Background: an optimization exercise with open tools, aiming at small area and a short achievable clock period. Do not read the settings as production practice. Where RTL was checked, it was by simulation tests only, not by an equivalence proof against the original. Power is estimated from default activity; no workload was simulated.

== P ==
==> module crc_frame_receiver_core, before the edit <==
module crc_frame_receiver_core (
	input  wire logic               clk,
	input  wire logic               arst_n,
	input  wire logic               magic_wr_en,
	input  wire logic [15:0]        magic_wr_data,
	input  wire logic               in_valid,
	output logic                    in_ready,
	input  wire logic [7:0]         data_byte,
	input  wire logic               last_byte,
	output logic                    out_valid,
	input  wire logic               out_ready,
	output logic [2:0]              status,
	output logic [7:0]              msg_type,
	output logic [31:0]             seq_number,
	output logic [63:0]             timestamp_bits,
	output logic [63:0]             keys_low,
	output logic [15:0]             keys_high,
	output logic signed [15:0]      cursor_dx,
	output logic signed [15:0]      cursor_dy,
	output logic [7:0]              buttons,
	output logic signed [7:0]       scroll,
	output logic [10:0]             payload_length
);
	localparam logic [10:0] CNT_BYTE0 = 11'd2027;
	logic [15:0]  magic_q;
	logic         out_valid_q;
	logic         mid_q;
	logic [10:0]  cnt_q;
	logic         nx_long_q, nx_lt21_q, nx_lt37_q, nx_eq21_q;
	logic         magic_ok_q;
	logic [31:0]  crc_q;
	logic         crc_hi_ok_q;
	logic [31:0]  crc_nxt;
	logic [2:0]   status_q;
	logic [7:0]   type_q;
	logic [31:0]  seq_q;
	logic [63:0]  time_q;
	logic [79:0]  keys_q;
	logic [15:0]  dx_q;
	logic [15:0]  dy_q;
	logic [7:0]   buttons_q;
	logic [7:0]   scroll_q;
	logic         in_xfer;
	logic         first;
	logic [32:0]  at;
	logic [10:0]  cnt_inc;
	logic         long_c;
	logic         len_lt21, len_lt37, len_eq21;
	logic         is_input, is_empty;
	logic         crc_ok;
	logic [2:0]   stat_c;
	logic         drop_hdr, drop_input;
	logic [7:0]   fill;
	logic [32:0]  wr;
	assign in_ready = !out_valid_q || out_ready;
	assign in_xfer  = in_valid && in_ready;
	assign first    = !mid_q;
	assign at[0] = first;
	for (genvar k = 1; k <= 32; k++) begin : g_at
		assign at[k] = mid_q && (cnt_q == 11'((k + 2027) % 2048));
	end
	assign cnt_inc  = (first ? CNT_BYTE0 : cnt_q) + 11'd1;
	assign long_c   = mid_q && nx_long_q;
	assign len_lt21 = first || nx_lt21_q;
	assign len_eq21 = mid_q && nx_eq21_q;
	assign len_lt37 = first || nx_lt37_q;
	assign is_input = (type_q == crcfr_pkg::TYPE_INPUT);
	assign is_empty = (type_q == crcfr_pkg::TYPE_EMPTY);
	assign crc_nxt = crcfr_pkg::crc32_byte(first ? crcfr_pkg::CRC_INIT : crc_q, data_byte);
	assign crc_ok  = ((crc_q[7:0] ^ data_byte) == crcfr_pkg::RES_LOW_KEY) && crc_hi_ok_q;
	always_comb begin
		if (long_c) begin
			stat_c = crcfr_pkg::STATUS_TOO_LONG;
		end else if (len_lt21 || (is_input && len_lt37)) begin
			stat_c = crcfr_pkg::STATUS_SHORT;
		end else if (!magic_ok_q) begin
			stat_c = crcfr_pkg::STATUS_BAD_MAGIC;
		end else if (!crc_ok) begin
			stat_c = crcfr_pkg::STATUS_BAD_CRC;
		end else if (is_empty && len_eq21) begin
			stat_c = crcfr_pkg::STATUS_EMPTY;
		end else begin
			stat_c = crcfr_pkg::STATUS_OK;
		end
	end
	assign drop_hdr   = (stat_c != crcfr_pkg::STATUS_OK);
	assign drop_input = drop_hdr || !is_input;
	assign fill       = last_byte ? 8'd0 : data_byte;
	for (genvar k = 0; k <= 32; k++) begin : g_wr
		if (k >= 17) begin : g_in
			assign wr[k] = at[k] || (last_byte && drop_input);
		end else begin : g_hdr
			assign wr[k] = at[k] || (last_byte && drop_hdr);
		end
	end
	always_ff @(posedge clk or negedge arst_n) begin
		if (!arst_n) begin
			magic_q <= '0;
		end else if (magic_wr_en) begin
			magic_q <= magic_wr_data;
		end
	end
	always_ff @(posedge clk or negedge arst_n) begin
		if (!arst_n) begin
			out_valid_q <= 1'b0;
		end else if (in_xfer && last_byte) begin
			out_valid_q <= 1'b1;
		end else if (out_ready) begin
			out_valid_q <= 1'b0;
		end
	end
	always_ff @(posedge clk or negedge arst_n) begin
		if (!arst_n) begin
			mid_q <= 1'b0;
		end else if (in_xfer) begin
			mid_q <= !last_byte;
		end
	end
	always_ff @(posedge clk) begin
		if (in_xfer) begin
			cnt_q  <= (last_byte && drop_hdr) ? 11'd0 : cnt_inc;
			nx_long_q <= long_c || (mid_q && cnt_q == 11'd2026);
			nx_lt21_q <= first || (cnt_q >= 11'd2027 && cnt_q <= 11'd2045);
			nx_eq21_q <= mid_q && cnt_q == 11'd2046;
			nx_lt37_q <= first || cnt_q >= 11'd2027 || cnt_q <= 11'd13;
			crc_q  <= crc_nxt;
			crc_hi_ok_q <= (crc_nxt[31:8] == crcfr_pkg::RES_HIGH_KEY);
			if (at[0]) magic_ok_q <= (data_byte == magic_q[7:0]);
			if (at[1]) magic_ok_q <= magic_ok_q && (data_byte == magic_q[15:8]);
			if (last_byte) status_q <= stat_c;
			if (wr[3]) type_q <= fill;
			for (int i = 0; i < 4; i++) begin
				if (wr[5 + i]) seq_q[8*i +: 8] <= fill;
			end
			for (int i = 0; i < 8; i++) begin
				if (wr[9 + i]) time_q[8*i +: 8] <= fill;
			end
			for (int i = 0; i < 10; i++) begin
				if (wr[17 + i]) keys_q[8*i +: 8] <= fill;
			end
			for (int i = 0; i < 2; i++) begin
				if (wr[27 + i]) dx_q[8*i +: 8] <= fill;
				if (wr[29 + i]) dy_q[8*i +: 8] <= fill;
			end
			if (wr[31]) buttons_q <= fill;
			if (wr[32]) scroll_q  <= fill;
		end
	end
	assign out_valid      = out_valid_q;
	assign status         = status_q;
	assign msg_type       = type_q;
	assign seq_number     = seq_q;
	assign timestamp_bits = time_q;
	assign payload_length = cnt_q;
	assign keys_low       = keys_q[63:0];
	assign keys_high      = keys_q[79:64];
	assign cursor_dx      = dx_q;
	assign cursor_dy      = dy_q;
	assign buttons        = buttons_q;
	assign scroll         = scroll_q;
endmodule
export LEC_CHECK = 0
export CAP_MARGIN = 20
export CORE_MARGIN = 2
export CORE_UTILIZATION = 40
export CTS_BUF_LIST = sky130_fd_sc_hd__clkbuf_8
export SETUP_SLACK_MARGIN = 2.6
export SLEW_MARGIN = 20
export TNS_END_PERCENT = 0
create_clock -name core_clock -period 5.0 [get_ports {clk}]
standard.sh (not shown) runs the stock make flow with config.mk's settings and CLKGATE_MAP_FILE= SYNTH_SCRIPT=/design/flow/synth_recipe.tcl, a recipe that flattens the netlist after the stock synthesis.
==> flow/flow/run.sh <==
#!/bin/bash
# Layout: the standard ORFS flow, with the port buffers that buffer_ports
# inserts made sky130_fd_sc_hd__buf_1 (the resizer may upsize them later).
set -euo pipefail
export BUFFER_PORTS_ARGS="-buffer_cell sky130_fd_sc_hd__buf_1"
bash standard.sh > standard_flow.log 2>&1
The inputs of Q differ from those of P as listed below.
-- flow/design.v --
<<< P, line 58
	logic         magic_ok_q;
	logic [31:0]  crc_q;
	logic         crc_hi_ok_q;
	logic [31:0]  crc_nxt;
	logic [2:0]   status_q;
	logic [7:0]   type_q;
>>> Q, line 58
	logic         magic_ok_q;
	logic [31:0]  crc_q;
	logic [2:0]   status_q;
	logic [7:0]   type_q;
<<< P, line 95
	assign is_input = (type_q == crcfr_pkg::TYPE_INPUT);
	assign is_empty = (type_q == crcfr_pkg::TYPE_EMPTY);
	assign crc_nxt = crcfr_pkg::crc32_byte(first ? crcfr_pkg::CRC_INIT : crc_q, data_byte);
	assign crc_ok  = ((crc_q[7:0] ^ data_byte) == crcfr_pkg::RES_LOW_KEY) && crc_hi_ok_q;
	always_comb begin
		if (long_c) begin
>>> Q, line 93
	assign is_input = (type_q == crcfr_pkg::TYPE_INPUT);
	assign is_empty = (type_q == crcfr_pkg::TYPE_EMPTY);
	assign crc_ok = ((crc_q[7:0] ^ data_byte) == crcfr_pkg::RES_LOW_KEY)
	             && (crc_q[31:8] == crcfr_pkg::RES_HIGH_KEY);
	always_comb begin
		if (long_c) begin
<<< P, line 152
			nx_eq21_q <= mid_q && cnt_q == 11'd2046;
			nx_lt37_q <= first || cnt_q >= 11'd2027 || cnt_q <= 11'd13;
			crc_q  <= crc_nxt;
			crc_hi_ok_q <= (crc_nxt[31:8] == crcfr_pkg::RES_HIGH_KEY);
			if (at[0]) magic_ok_q <= (data_byte == magic_q[7:0]);
			if (at[1]) magic_ok_q <= magic_ok_q && (data_byte == magic_q[15:8]);
>>> Q, line 150
			nx_eq21_q <= mid_q && cnt_q == 11'd2046;
			nx_lt37_q <= first || cnt_q >= 11'd2027 || cnt_q <= 11'd13;
			crc_q  <= crcfr_pkg::crc32_byte(first ? crcfr_pkg::CRC_INIT : crc_q, data_byte);
			if (at[0]) magic_ok_q <= (data_byte == magic_q[7:0]);
			if (at[1]) magic_ok_q <= magic_ok_q && (data_byte == magic_q[15:8]);
==> comparison <==
- Taking P as the reference, in Q synthesized cell count fell 22, setup slack after placement has increased, flip-flop and latch count -0.33%.
- Q vs. P: number of clock sinks seen by CTS went down by about 0.33%.
- Q against P: number of logic stages on the critical path including buffering has decreased, multiplexer area fraction after synthesis shows a reduction of 0.31 points.
- Q ends up with a arrival time at the worst endpoint that is 0.15 ns lower than in P.
- Re area growth from synthesis to layout: Q and P aren't equal, and the higher value belongs to P.
- NOTE: clock-buffer cell count in Q falls short of that of P
- Comparing Q and P, the lower share of power burned in registers is on P.
- Q improves on P in maximum VDD drop.
No run of this note included a check of the RTL's function; only the layout flow was run.

* * *

The RTL this note starts from:
==> flow/design.v <==
`timescale 1ns / 1ps
`default_nettype none
package crcfr_pkg;
	localparam logic [31:0] CRC_POLY = 32'hEDB8_8320;
	localparam logic [31:0] CRC_INIT = 32'hFFFF_FFFF;
	localparam logic [31:0] CRC_RESIDUE  = 32'hDEBB_20E3;
	localparam logic [7:0]  RES_LOW_KEY  = 8'hED;
	localparam logic [23:0] RES_HIGH_KEY = 24'h00BE26;
	localparam logic [15:0] RES_PRE_KEY  = 16'hBE26;
	localparam logic [7:0] TYPE_INPUT = 8'h01;
	localparam logic [7:0] TYPE_EMPTY = 8'h02;
	localparam logic [2:0] STATUS_OK        = 3'd0;
	localparam logic [2:0] STATUS_SHORT     = 3'd1;
	localparam logic [2:0] STATUS_BAD_MAGIC = 3'd2;
	localparam logic [2:0] STATUS_BAD_CRC   = 3'd3;
	localparam logic [2:0] STATUS_EMPTY     = 3'd4;
	localparam logic [2:0] STATUS_TOO_LONG  = 3'd5;
	function automatic logic [31:0] crc32_byte(input logic [31:0] crc, input logic [7:0] b);
		logic [31:0] c;
		c = crc ^ {24'd0, b};
		for (int i = 0; i < 8; i++) begin
			c = c[0] ? ((c >> 1) ^ CRC_POLY) : (c >> 1);
		end
		crc32_byte = c;
	endfunction
endpackage
`default_nettype wire
`timescale 1ns / 1ps
`default_nettype none
module crcfr_frame_state (
	input  wire logic        in_valid,
	input  wire logic        out_ready,
	input  wire logic        out_valid_q,
	input  wire logic        mid,          
	input  wire logic [7:0]  data_byte,
	input  wire logic        last_byte,
	input  wire logic [7:0]  crc_lo,       
	input  wire logic        pre_chk,      
	input  wire logic        pre_ok,       
	input  wire logic        pre_in,       
	input  wire logic [2:0]  pre_status,   
	input  wire logic [32:0] at,           
	output logic             in_ready,
	output logic             in_xfer,
	output logic             drop_hdr,     
	output logic [2:0]       stat,
	output logic [7:0]       fill,
	output logic [32:0]      wr
);
	logic lo_match, xlast, keep_hdr, keep_in;
	assign in_ready = !out_valid_q || out_ready;
	assign in_xfer  = in_valid && in_ready;
	assign xlast    = in_xfer && last_byte;
	assign lo_match = ((crc_lo ^ data_byte) == crcfr_pkg::RES_LOW_KEY);
	assign keep_hdr = mid && pre_ok && lo_match;
	assign keep_in  = mid && pre_in && lo_match;
	assign drop_hdr = last_byte && !keep_hdr;
	assign stat     = !mid ? crcfr_pkg::STATUS_SHORT
	                : (pre_chk && !lo_match) ? crcfr_pkg::STATUS_BAD_CRC : pre_status;
	assign fill     = last_byte ? 8'd0 : data_byte;
	for (genvar k = 0; k <= 32; k++) begin : g_wr
		if (k >= 17) begin : g_in
			assign wr[k] = (in_xfer && at[k]) || (xlast && !keep_in);
		end else begin : g_hdr
			assign wr[k] = (in_xfer && at[k]) || (xlast && !keep_hdr);
		end
	end
endmodule
`default_nettype wire
`timescale 1ns / 1ps
`default_nettype none
module crc_frame_receiver_core (
	input  wire logic               clk,
	input  wire logic               arst_n,
	input  wire logic               magic_wr_en,
	input  wire logic [15:0]        magic_wr_data,
	input  wire logic               in_valid,
	output logic                    in_ready,
	input  wire logic [7:0]         data_byte,
	input  wire logic               last_byte,
	output logic                    out_valid,
	input  wire logic               out_ready,
	output logic [2:0]              status,
	output logic [7:0]              msg_type,
	output logic [31:0]             seq_number,
	output logic [63:0]             timestamp_bits,
	output logic [63:0]             keys_low,
	output logic [15:0]             keys_high,
	output logic signed [15:0]      cursor_dx,
	output logic signed [15:0]      cursor_dy,
	output logic [7:0]              buttons,
	output logic signed [7:0]       scroll,
	output logic [10:0]             payload_length
);
	localparam logic [10:0] CNT_BYTE0 = 11'd2027;
	logic [15:0]  magic_q;
	logic         out_valid_q;
	logic         mid_q;
	logic [10:0]  cnt_q;
	logic         nx_long_q;
	logic         magic_ok_q;
	logic [31:0]  crc_q;
	logic         pre_chk_q, pre_ok_q, pre_in_q;
	logic [2:0]   pre_status_q;
	logic [2:0]   status_q;
	logic [7:0]   type_q;
	logic [31:0]  seq_q;
	logic [63:0]  time_q;
	logic [79:0]  keys_q;
	logic [15:0]  dx_q;
	logic [15:0]  dy_q;
	logic [7:0]   buttons_q;
	logic [7:0]   scroll_q;
	logic         in_xfer;
	logic         first;
	logic [32:0]  at;
	logic [10:0]  cnt_inc;
	logic         long_c;
	logic         long_n, lt21_n, lt37_n, eq21_n;
	logic         magic_ok_n;
	logic [7:0]   type_n;
	logic         is_input_n, is_empty_n;
	logic         crc_hi_ok_n;
	logic [31:0]  crc_nxt;
	logic         pre_chk_n, pre_ok_n;
	logic [2:0]   pre_status_n;
	logic [2:0]   stat_c;
	logic         drop_hdr;
	logic [7:0]   fill;
	logic [32:0]  wr;
	assign first = !mid_q;
	assign at[0] = first;
	for (genvar k = 1; k <= 32; k++) begin : g_at
		assign at[k] = mid_q && (cnt_q == 11'((k + 2027) % 2048));
	end
	assign cnt_inc  = (first ? CNT_BYTE0 : cnt_q) + 11'd1;
	assign long_c   = mid_q && nx_long_q;
	assign crc_nxt = crcfr_pkg::crc32_byte(first ? crcfr_pkg::CRC_INIT : crc_q, data_byte);
	assign long_n      = long_c || (mid_q && cnt_q == 11'd2026);
	assign lt21_n      = first || (cnt_q >= 11'd2027 && cnt_q <= 11'd2045);
	assign lt37_n      = first || cnt_q >= 11'd2027 || cnt_q <= 11'd13;
	assign eq21_n      = mid_q && cnt_q == 11'd2046;
	assign magic_ok_n  = at[0] ? (data_byte == magic_q[7:0])
	                   : at[1] ? (magic_ok_q && data_byte == magic_q[15:8]) : magic_ok_q;
	assign type_n      = at[3] ? data_byte : type_q;
	assign is_input_n  = (type_n == crcfr_pkg::TYPE_INPUT);
	assign is_empty_n  = (type_n == crcfr_pkg::TYPE_EMPTY);
	assign crc_hi_ok_n = mid_q && data_byte == crc_q[7:0]
	                  && crc_q[31:16] == crcfr_pkg::RES_PRE_KEY;
	always_comb begin
		pre_chk_n = 1'b0;
		if (long_n) begin
			pre_status_n = crcfr_pkg::STATUS_TOO_LONG;
		end else if (lt21_n || (is_input_n && lt37_n)) begin
			pre_status_n = crcfr_pkg::STATUS_SHORT;
		end else if (!magic_ok_n) begin
			pre_status_n = crcfr_pkg::STATUS_BAD_MAGIC;
		end else if (!crc_hi_ok_n) begin
			pre_status_n = crcfr_pkg::STATUS_BAD_CRC;
		end else begin
			pre_chk_n = 1'b1;
			if (is_empty_n && eq21_n) begin
				pre_status_n = crcfr_pkg::STATUS_EMPTY;
			end else begin
				pre_status_n = crcfr_pkg::STATUS_OK;
			end
		end
	end
	assign pre_ok_n = (pre_status_n == crcfr_pkg::STATUS_OK);
	crcfr_frame_state u_xfer (
		.in_valid    (in_valid),
		.out_ready   (out_ready),
		.out_valid_q (out_valid_q),
		.mid         (mid_q),
		.data_byte   (data_byte),
		.last_byte   (last_byte),
		.crc_lo      (crc_q[7:0]),
		.pre_chk     (pre_chk_q),
		.pre_ok      (pre_ok_q),
		.pre_in      (pre_in_q),
		.pre_status  (pre_status_q),
		.at          (at),
		.in_ready    (in_ready),
		.in_xfer     (in_xfer),
		.drop_hdr    (drop_hdr),
		.stat        (stat_c),
		.fill        (fill),
		.wr          (wr)
	);
	always_ff @(posedge clk or negedge arst_n) begin
		if (!arst_n) begin
			magic_q <= '0;
		end else if (magic_wr_en) begin
			magic_q <= magic_wr_data;
		end
	end
	always_ff @(posedge clk or negedge arst_n) begin
		if (!arst_n) begin
			out_valid_q <= 1'b0;
		end else if (in_xfer && last_byte) begin
			out_valid_q <= 1'b1;
		end else if (out_ready) begin
			out_valid_q <= 1'b0;
		end
	end
	always_ff @(posedge clk or negedge arst_n) begin
		if (!arst_n) begin
			mid_q <= 1'b0;
		end else if (in_xfer) begin
			mid_q <= !last_byte;
		end
	end
	always_ff @(posedge clk) begin
		if (in_xfer) begin
			cnt_q       <= drop_hdr ? 11'd0 : cnt_inc;
			nx_long_q    <= long_n;
			crc_q        <= crc_nxt;
			magic_ok_q   <= magic_ok_n;
			pre_chk_q    <= pre_chk_n;
			pre_ok_q     <= pre_ok_n;
			pre_in_q     <= pre_ok_n && is_input_n;
			pre_status_q <= pre_status_n;
			if (last_byte) status_q <= stat_c;
		end
	end
	always_ff @(posedge clk) begin
		if (wr[3]) type_q <= fill;
		for (int i = 0; i < 4; i++) begin
			if (wr[5 + i]) seq_q[8*i +: 8] <= fill;
		end
		for (int i = 0; i < 8; i++) begin
			if (wr[9 + i]) time_q[8*i +: 8] <= fill;
		end
		for (int i = 0; i < 10; i++) begin
			if (wr[17 + i]) keys_q[8*i +: 8] <= fill;
		end
		for (int i = 0; i < 2; i++) begin
			if (wr[27 + i]) dx_q[8*i +: 8] <= fill;
			if (wr[29 + i]) dy_q[8*i +: 8] <= fill;
		end
		if (wr[31]) buttons_q <= fill;
		if (wr[32]) scroll_q  <= fill;
	end
	assign out_valid      = out_valid_q;
	assign status         = status_q;
	assign msg_type       = type_q;
	assign seq_number     = seq_q;
	assign timestamp_bits = time_q;
	assign payload_length = cnt_q;
	assign keys_low       = keys_q[63:0];
	assign keys_high      = keys_q[79:64];
	assign cursor_dx      = dx_q;
	assign cursor_dy      = dy_q;
	assign buttons        = buttons_q;
	assign scroll         = scroll_q;
endmodule
`default_nettype wire
export LEC_CHECK = 0
export CAP_MARGIN = 20
export CORE_MARGIN = 2
export CORE_UTILIZATION = 40
export SETUP_SLACK_MARGIN = 2.65
export SLEW_MARGIN = 20
export TNS_END_PERCENT = 10
create_clock -name core_clock -period 5.0 [get_ports {clk}]
==> flow/flow/run.sh <==
#!/bin/bash
# Layout: the standard ORFS flow (standard.sh, which also runs the
# standard synthesis), with changes made through ORFS's own variables:
# - buffer_ports inserts sky130_fd_sc_hd__buf_1 as every port's buffer (the
#   resizer may still upsize them);
# - the resizer may not use the delay cells (only needed for hold fixing,
#   which this design does not need);
# - clock tree synthesis inserts no dummy loads, with clkbuf_8 buffers and
#   sink clusters of at most 16 flip-flops within 60 um.
# Each tool's full output is in standard_flow.log here and in ORFS's logs
# under orfs/logs.
set -euo pipefail
export BUFFER_PORTS_ARGS="-buffer_cell sky130_fd_sc_hd__buf_1"
export DONT_USE_CELLS="sky130_fd_sc_hd__clkdlybuf4s15_1 sky130_fd_sc_hd__clkdlybuf4s15_2 sky130_fd_sc_hd__clkdlybuf4s18_1 sky130_fd_sc_hd__clkdlybuf4s18_2 sky130_fd_sc_hd__clkdlybuf4s25_1 sky130_fd_sc_hd__clkdlybuf4s25_2 sky130_fd_sc_hd__clkdlybuf4s50_1 sky130_fd_sc_hd__clkdlybuf4s50_2 sky130_fd_sc_hd__dlygate4sd1_1 sky130_fd_sc_hd__dlygate4sd2_1 sky130_fd_sc_hd__dlygate4sd3_1 sky130_fd_sc_hd__dlymetal6s2s_1 sky130_fd_sc_hd__dlymetal6s4s_1 sky130_fd_sc_hd__dlymetal6s6s_1"
export CTS_ARGS="-sink_clustering_enable -repair_clock_nets -buf_list sky130_fd_sc_hd__clkbuf_8 -dont_use_dummy_load -sink_clustering_size 16 -sink_clustering_max_diameter 60"
bash standard.sh > standard_flow.log 2>&1
Next try:
--- a/flow/design.v
+++ b/flow/design.v
@@ -34,10 +34,8 @@
 	input  wire logic        mid,          
 	input  wire logic [7:0]  data_byte,
 	input  wire logic        last_byte,
 	input  wire logic [7:0]  crc_lo,       
-	input  wire logic        pre_chk,      
-	input  wire logic        pre_ok,       
 	input  wire logic        pre_in,       
 	input  wire logic [2:0]  pre_status,   
 	input  wire logic [32:0] at,           
 	output logic             in_ready,
@@ -47,8 +45,12 @@
 	output logic [7:0]       fill,
 	output logic [32:0]      wr
 );
 	logic lo_match, xlast, keep_hdr, keep_in;
+	logic pre_chk, pre_ok;
+	assign pre_chk  = (pre_status == crcfr_pkg::STATUS_OK)
+	               || (pre_status == crcfr_pkg::STATUS_EMPTY);
+	assign pre_ok   = (pre_status == crcfr_pkg::STATUS_OK);
 	assign in_ready = !out_valid_q || out_ready;
 	assign in_xfer  = in_valid && in_ready;
 	assign xlast    = in_xfer && last_byte;
 	assign lo_match = ((crc_lo ^ data_byte) == crcfr_pkg::RES_LOW_KEY);
@@ -99,9 +101,9 @@
 	logic [10:0]  cnt_q;
 	logic         nx_long_q;
 	logic         magic_ok_q;
 	logic [31:0]  crc_q;
-	logic         pre_chk_q, pre_ok_q, pre_in_q;
+	logic         pre_in_q;
 	logic [2:0]   pre_status_q;
 	logic [2:0]   status_q;
 	logic [7:0]   type_q;
 	logic [31:0]  seq_q;
@@ -121,9 +123,9 @@
 	logic [7:0]   type_n;
 	logic         is_input_n, is_empty_n;
 	logic         crc_hi_ok_n;
 	logic [31:0]  crc_nxt;
-	logic         pre_chk_n, pre_ok_n;
+	logic         pre_ok_n;
 	logic [2:0]   pre_status_n;
 	logic [2:0]   stat_c;
 	logic         drop_hdr;
 	logic [7:0]   fill;
@@ -147,9 +149,8 @@
 	assign is_empty_n  = (type_n == crcfr_pkg::TYPE_EMPTY);
 	assign crc_hi_ok_n = mid_q && data_byte == crc_q[7:0]
 	                  && crc_q[31:16] == crcfr_pkg::RES_PRE_KEY;
 	always_comb begin
-		pre_chk_n = 1'b0;
 		if (long_n) begin
 			pre_status_n = crcfr_pkg::STATUS_TOO_LONG;
 		end else if (lt21_n || (is_input_n && lt37_n)) begin
 			pre_status_n = crcfr_pkg::STATUS_SHORT;
@@ -157,9 +158,8 @@
 			pre_status_n = crcfr_pkg::STATUS_BAD_MAGIC;
 		end else if (!crc_hi_ok_n) begin
 			pre_status_n = crcfr_pkg::STATUS_BAD_CRC;
 		end else begin
-			pre_chk_n = 1'b1;
 			if (is_empty_n && eq21_n) begin
 				pre_status_n = crcfr_pkg::STATUS_EMPTY;
 			end else begin
 				pre_status_n = crcfr_pkg::STATUS_OK;
@@ -174,10 +174,8 @@
 		.mid         (mid_q),
 		.data_byte   (data_byte),
 		.last_byte   (last_byte),
 		.crc_lo      (crc_q[7:0]),
-		.pre_chk     (pre_chk_q),
-		.pre_ok      (pre_ok_q),
 		.pre_in      (pre_in_q),
 		.pre_status  (pre_status_q),
 		.at          (at),
 		.in_ready    (in_ready),
@@ -215,10 +213,8 @@
 			cnt_q       <= drop_hdr ? 11'd0 : cnt_inc;
 			nx_long_q    <= long_n;
 			crc_q        <= crc_nxt;
 			magic_ok_q   <= magic_ok_n;
-			pre_chk_q    <= pre_chk_n;
-			pre_ok_q     <= pre_ok_n;
 			pre_in_q     <= pre_ok_n && is_input_n;
 			pre_status_q <= pre_status_n;
 			if (last_byte) status_q <= stat_c;
 		end
Effect:
- area after synthesis came out lower by 1.3%
- total power fell by 1.6%
- worst hold slack gains 43 ps
- setup slack got worse by 190 ps
- routed wire length grows by 1.1%
- first-iteration DRC count rose by 22%
- fmax is lower by 7.4%

re-timing with driven ports:
How much do the figures lean on ideal ports? The routed layouts below were timed once more, with nothing changed but the port constraints.
Step 1 sets driving cells, clkbuf_16 on the clock port and buf_2 on the other inputs (assumed; they add their load-dependent delay and slew).
Step 2 moves the port delays by t, midway between the first and last clock arrival at a register: inputs arrive t later, outputs are due t later. That takes back most of the time a late clock gives input paths.
a / b / c = ideal / step 1 / step 2; a / b = the first two.
| run | shift t [ns] | slack for setup (ns) | worst setup path at the end |
|---|---|---|---|
| P | 0.603 | 2.259 / 2.279 / 1.676 | input to register |
| Q | 0.607 | 2.435 / 2.435 / 1.878 | input to register |
| the first run of note 2 | 0.597 | 2.581 / 2.536 / 2.083 | input to register |
| the second run of note 2 | 0.589 | 2.389 / 2.402 / 1.813 | input to register |
After both steps setup and hold are still met in every run listed. The setup slack of P, which loses most, moves by +0.020 ns with the drivers and by -0.583 ns with both steps.
